What follows belongs to an exercise in optimizing a design on an open flow for small area, a short achievable clock period and few clock cycles per item; a production flow would make more cautious choices. RTL that was checked went through simulation tests only; none was proved equivalent to the original.

Setup of run 1:
==> flow/design.v <==
module fft_pingpong_mem
(
  input  logic        clk,
  input  logic        load,
  input  logic        hold,
  input  logic [19:0] d,
  output logic [19:0] q
);
  always_ff @(posedge clk)
    q <= (d & {20{load}}) | (q & {20{hold}});
endmodule
module fft_sel_reg
(
  input  logic       clk,
  input  logic       rst,
  input  logic       en,
  input  logic [7:0] d,
  output logic [7:0] q
);
  always_ff @(posedge clk) begin
    if (rst)
      q <= 8'd1;
    else if (en)
      q <= d;
  end
endmodule
module fft_bitrev_buf
(
  input  logic clk,
  input  logic rst,
  input  logic din_vld,
  input  logic din_last,
  input  logic [9:0] din_re,
  input  logic [9:0] din_im,
  input  logic dout_rdy,
  output logic din_rdy,
  output logic dout_vld,
  output logic dout_last,
  output logic [5:0] dout_idx,
  output logic [9:0] dout_re,
  output logic [9:0] dout_im,
  output logic err_frame
);
  function automatic logic [5:0] bitrev(input logic [5:0] v);
    logic [5:0] r;
    for (int i = 0; i < 6; i++)
      r[i] = v[5-i];
    bitrev = r;
  endfunction
  function automatic logic [7:0] onehot3(input logic [2:0] v);
    onehot3 = 8'd1 << v;
  endfunction
  function automatic logic [5:0] rd_slot(input logic p, input logic [5:0] c);
    rd_slot = p ? c : bitrev(c);
  endfunction
  logic [19:0] in_data;     
  logic        in_vld;
  logic [5:0]  wr_cnt;      
  logic        wr_par;      
  logic        free_q;      
  logic        rdy_q;       
  logic        in_free;     
  logic [5:0]  rd_cnt;      
  logic        rd_par;      
  logic [7:0]  rd_hi;       
  logic [7:0]  rd_lo_a;     
  logic [7:0]  rd_lo_b;     
  logic [1:0]  n_full;      
  logic        vld_q;
  logic [19:0] out_data;
  logic [5:0]  out_idx;
  logic        out_last;
  logic        acc;
  logic        acc_wrap;
  logic        we;
  logic        wr_wrap;
  logic        ld;
  logic        ld_wrap;
  logic [19:0] rd_data;
  logic [19:0] mem [64];
  logic [19:0] grp [8];
  logic [7:0]  wr_hi_n;     
  logic [7:0]  wr_lo_n;
  logic [7:0]  wr_hi;       
  logic [7:0]  wr_lo;       
  logic [5:0]  slot_w;
  logic [5:0]  wr_cnt_n;
  logic        wr_par_n;
  logic [5:0]  rd_cnt_i;    
  logic        rd_par_i;
  logic [5:0]  slot_i;
  logic [6:0]  occ;         
  logic [6:0]  occ_m;       
  logic [6:0]  occ_h;       
  logic [6:0]  occ_l;       
  logic [6:0]  occ_mh;      
  logic [6:0]  occ_ml;
  logic        free_n;
  logic        in_vld_n;
  assign din_rdy  = rdy_q;
  assign dout_vld = vld_q;
  assign in_free  = !in_vld | free_q;
  assign acc      = din_vld & in_free;
  assign acc_wrap = in_vld ? (wr_cnt == 6'd62) : (wr_cnt == 6'd63);
  assign we       = in_vld & free_q;
  assign wr_wrap  = (wr_cnt == 6'd63);
  assign ld       = (!vld_q | dout_rdy) & ((n_full != 2'd0) | (acc & acc_wrap));
  assign ld_wrap  = (rd_cnt == 6'd63);
  for (genvar k = 0; k < 64; k++) begin : g_mem
    logic sel;
    assign sel = wr_hi[k/8] & wr_lo[k%8];
    fft_pingpong_mem u_ent (
      .clk  (clk),
      .load (sel),
      .hold (wr_hi_n[k/8] | wr_lo_n[k%8]),
      .d    (in_data),
      .q    (mem[k])
    );
  end
  always_comb begin
    for (int g = 0; g < 8; g++) begin
      grp[g] = '0;
      for (int l = 0; l < 8; l++)
        grp[g] = grp[g] | (mem[8*g+l] & {{10{rd_lo_b[l]}}, {10{rd_lo_a[l]}}});
    end
    rd_data = '0;
    for (int g = 0; g < 8; g++)
      rd_data = rd_data | (grp[g] & {20{rd_hi[g]}});
  end
  fft_sel_reg u_rd_lo_a (
    .clk (clk),
    .rst (rst),
    .en  (ld),
    .d   (onehot3(slot_i[2:0])),
    .q   (rd_lo_a)
  );
  fft_sel_reg u_rd_lo_b (
    .clk (clk),
    .rst (rst),
    .en  (ld),
    .d   (onehot3(slot_i[2:0])),
    .q   (rd_lo_b)
  );
  always_comb begin
    wr_cnt_n = we ? wr_cnt + 6'd1 : wr_cnt;
    wr_par_n = (we & wr_wrap) ? ~wr_par : wr_par;
    slot_w   = wr_par_n ? bitrev(wr_cnt_n) : wr_cnt_n;
    rd_cnt_i = rd_cnt + 6'd1;
    rd_par_i = ld_wrap ? ~rd_par : rd_par;
    slot_i   = rd_slot(rd_par_i, rd_cnt_i);
    free_n   = ld || !((occ == 7'd64) || (we && (occ == 7'd63)));
    occ_h    = we ? occ + 7'd1 : occ;
    occ_l    = we ? occ : occ_m;
    occ_mh   = we ? occ : occ_m;
    occ_ml   = we ? occ_m : occ_m - 7'd1;
    in_vld_n = in_free ? din_vld : in_vld;
  end
  always_ff @(posedge clk) begin
    if (rst) begin
      in_vld    <= 1'b0;
      wr_cnt    <= '0;
      wr_par    <= 1'b0;
      wr_hi     <= 8'd1;
      wr_lo     <= 8'd1;
      wr_hi_n   <= 8'hfe;
      wr_lo_n   <= 8'hfe;
      free_q    <= 1'b1;
      occ       <= '0;
      occ_m     <= 7'h7f;
      rdy_q     <= 1'b1;
      rd_cnt    <= '0;
      rd_par    <= 1'b0;
      rd_hi     <= 8'd1;
      n_full    <= '0;
      vld_q     <= 1'b0;
      err_frame <= 1'b0;
    end else begin
      in_vld  <= in_vld_n;
      wr_cnt  <= wr_cnt_n;
      wr_par  <= wr_par_n;
      wr_hi   <= free_n ? onehot3(slot_w[5:3]) : 8'd0;
      wr_lo   <= onehot3(slot_w[2:0]);
      wr_hi_n <= free_n ? ~onehot3(slot_w[5:3]) : 8'hff;
      wr_lo_n <= ~onehot3(slot_w[2:0]);
      free_q  <= free_n;
      occ     <= ld ? occ_l : occ_h;
      occ_m   <= ld ? occ_ml : occ_mh;
      rdy_q   <= !in_vld_n || free_n;
      if (ld) begin
        rd_cnt <= rd_cnt_i;
        rd_par <= rd_par_i;
        rd_hi  <= onehot3(slot_i[5:3]);
      end
      n_full  <= n_full + 2'((acc & acc_wrap)) - 2'((ld & ld_wrap));
      if (acc && (din_last != acc_wrap))
        err_frame <= 1'b1;
      if (ld)
        vld_q <= 1'b1;
      else if (dout_rdy)
        vld_q <= 1'b0;
    end
  end
  always_ff @(posedge clk) begin
    if (in_free)
      in_data <= {din_re, din_im};
  end
  fft_pingpong_mem u_out (
    .clk  (clk),
    .load (ld & !rst),
    .hold (!(ld | dout_rdy | rst)),
    .d    (rd_data),
    .q    (out_data)
  );
  always_ff @(posedge clk) begin
    if (rst) begin
      out_idx  <= '0;
      out_last <= 1'b0;
    end else if (ld) begin
      out_idx  <= bitrev(rd_cnt);
      out_last <= ld_wrap;
    end else if (dout_rdy) begin
      out_idx  <= '0;
      out_last <= 1'b0;
    end
  end
  assign dout_re   = out_data[19:10];
  assign dout_im   = out_data[9:0];
  assign dout_idx  = out_idx;
  assign dout_last = out_last;
endmodule
make LEC_CHECK=0 CAP_MARGIN=20 CORE_MARGIN=2 CORE_UTILIZATION=55 CTS_BUF_LIST=sky130_fd_sc_hd__clkbuf_16 CTS_CLUSTER_DIAMETER=80 CTS_CLUSTER_SIZE=25 SETUP_SLACK_MARGIN=4.0 SLEW_MARGIN=20 SYNTH_HIERARCHICAL=1 finish   # period 6.5 ns
run.sh (not shown) runs the stock make flow with config.mk's settings and CLKGATE_MAP_FILE= SYNTH_SCRIPT=/design/flow/synth_recipe.tcl, a recipe that flattens the netlist after the stock synthesis.
Testbench counts of run 1, summed over its fixed seeds: cycles 19,909, samples 16,384.
Inputs modified between run 1 and run 2:
--- a/flow/design.v
+++ b/flow/design.v
@@ -77,26 +77,20 @@
   logic        ld;
   logic        ld_wrap;
   logic [19:0] rd_data;
   logic [19:0] mem [64];
   logic [19:0] grp [8];
-  logic [7:0]  wr_hi_n;     
-  logic [7:0]  wr_lo_n;
   logic [7:0]  wr_hi;       
   logic [7:0]  wr_lo;       
   logic [5:0]  slot_w;
   logic [5:0]  wr_cnt_n;
   logic        wr_par_n;
   logic [5:0]  rd_cnt_i;    
   logic        rd_par_i;
   logic [5:0]  slot_i;
-  logic [6:0]  occ;         
-  logic [6:0]  occ_m;       
-  logic [6:0]  occ_h;       
-  logic [6:0]  occ_l;       
-  logic [6:0]  occ_mh;      
-  logic [6:0]  occ_ml;
+  logic        free_h;      
+  logic        free_l;      
   logic        free_n;
   logic        in_vld_n;
   assign din_rdy  = rdy_q;
   assign dout_vld = vld_q;
   assign in_free  = !in_vld | free_q;
@@ -110,11 +104,11 @@
     logic sel;
     assign sel = wr_hi[k/8] & wr_lo[k%8];
     fft_pingpong_mem u_ent (
       .clk  (clk),
       .load (sel),
-      .hold (wr_hi_n[k/8] | wr_lo_n[k%8]),
+      .hold (!sel),
       .d    (in_data),
       .q    (mem[k])
     );
   end
   always_comb begin
@@ -146,29 +140,23 @@
     wr_par_n = (we & wr_wrap) ? ~wr_par : wr_par;
     slot_w   = wr_par_n ? bitrev(wr_cnt_n) : wr_cnt_n;
     rd_cnt_i = rd_cnt + 6'd1;
     rd_par_i = ld_wrap ? ~rd_par : rd_par;
     slot_i   = rd_slot(rd_par_i, rd_cnt_i);
-    free_n   = ld || !((occ == 7'd64) || (we && (occ == 7'd63)));
-    occ_h    = we ? occ + 7'd1 : occ;
-    occ_l    = we ? occ : occ_m;
-    occ_mh   = we ? occ : occ_m;
-    occ_ml   = we ? occ_m : occ_m - 7'd1;
+    free_h   = (wr_par_n == rd_par)   || (wr_cnt_n < rd_cnt);
+    free_l   = (wr_par_n == rd_par_i) || (wr_cnt_n < rd_cnt_i);
+    free_n   = ld ? free_l : free_h;
     in_vld_n = in_free ? din_vld : in_vld;
   end
   always_ff @(posedge clk) begin
     if (rst) begin
       in_vld    <= 1'b0;
       wr_cnt    <= '0;
       wr_par    <= 1'b0;
       wr_hi     <= 8'd1;
       wr_lo     <= 8'd1;
-      wr_hi_n   <= 8'hfe;
-      wr_lo_n   <= 8'hfe;
       free_q    <= 1'b1;
-      occ       <= '0;
-      occ_m     <= 7'h7f;
       rdy_q     <= 1'b1;
       rd_cnt    <= '0;
       rd_par    <= 1'b0;
       rd_hi     <= 8'd1;
       n_full    <= '0;
@@ -178,15 +166,11 @@
       in_vld  <= in_vld_n;
       wr_cnt  <= wr_cnt_n;
       wr_par  <= wr_par_n;
       wr_hi   <= free_n ? onehot3(slot_w[5:3]) : 8'd0;
       wr_lo   <= onehot3(slot_w[2:0]);
-      wr_hi_n <= free_n ? ~onehot3(slot_w[5:3]) : 8'hff;
-      wr_lo_n <= ~onehot3(slot_w[2:0]);
       free_q  <= free_n;
-      occ     <= ld ? occ_l : occ_h;
-      occ_m   <= ld ? occ_ml : occ_mh;
       rdy_q   <= !in_vld_n || free_n;
       if (ld) begin
         rd_cnt <= rd_cnt_i;
         rd_par <= rd_par_i;
         rd_hi  <= onehot3(slot_i[5:3]);
Findings:
Looking at total wirelength of the detailed-routed design, run 2 sits below run 1. Cmp run 2 vs run 1: non-filler instance count after layout lower in run 2. On area occupied by registers: run 2 sits below run 1. Run 1 → run 2: number of instances on the worst hold path now smaller; met3 layer usage reported by global route went down; post-route worst setup slack lower; routed wire length per instance decreased by about 1% relative to the old numbers; highest fanout seen on the critical path saw a decrease.
For run 2, only the layout was checked, not whether the RTL still works.

[re-timing with driven ports]
The results above use ideal ports. As a check the final layouts listed here were re-extracted and re-timed, cells and wires unchanged. Step 1 assumes that a clkbuf_16 drives the clock port and a buf_2 every other input. Step 2 moves the port delays by t, midway between the first and last clock arrival at a register: inputs arrive t later, outputs are due t later. That takes back most of the time a late clock gives input paths. Three values: ideal, step 1, step 2; two values: the first two.
run	shift t [ns]	setup WS [ns]	slew at the worst register clock pin (ns)
run 1	0.752	3.941 / 3.903 / 3.371	0.10 / 0.10
run 2	0.728	3.931 / 3.931 / 3.395	0.10 / 0.10
After both steps setup and hold are still met in every run listed. For run 1, which loses most, drivers alone change the setup slack by -0.038 ns; drivers and shift together by -0.570 ns.
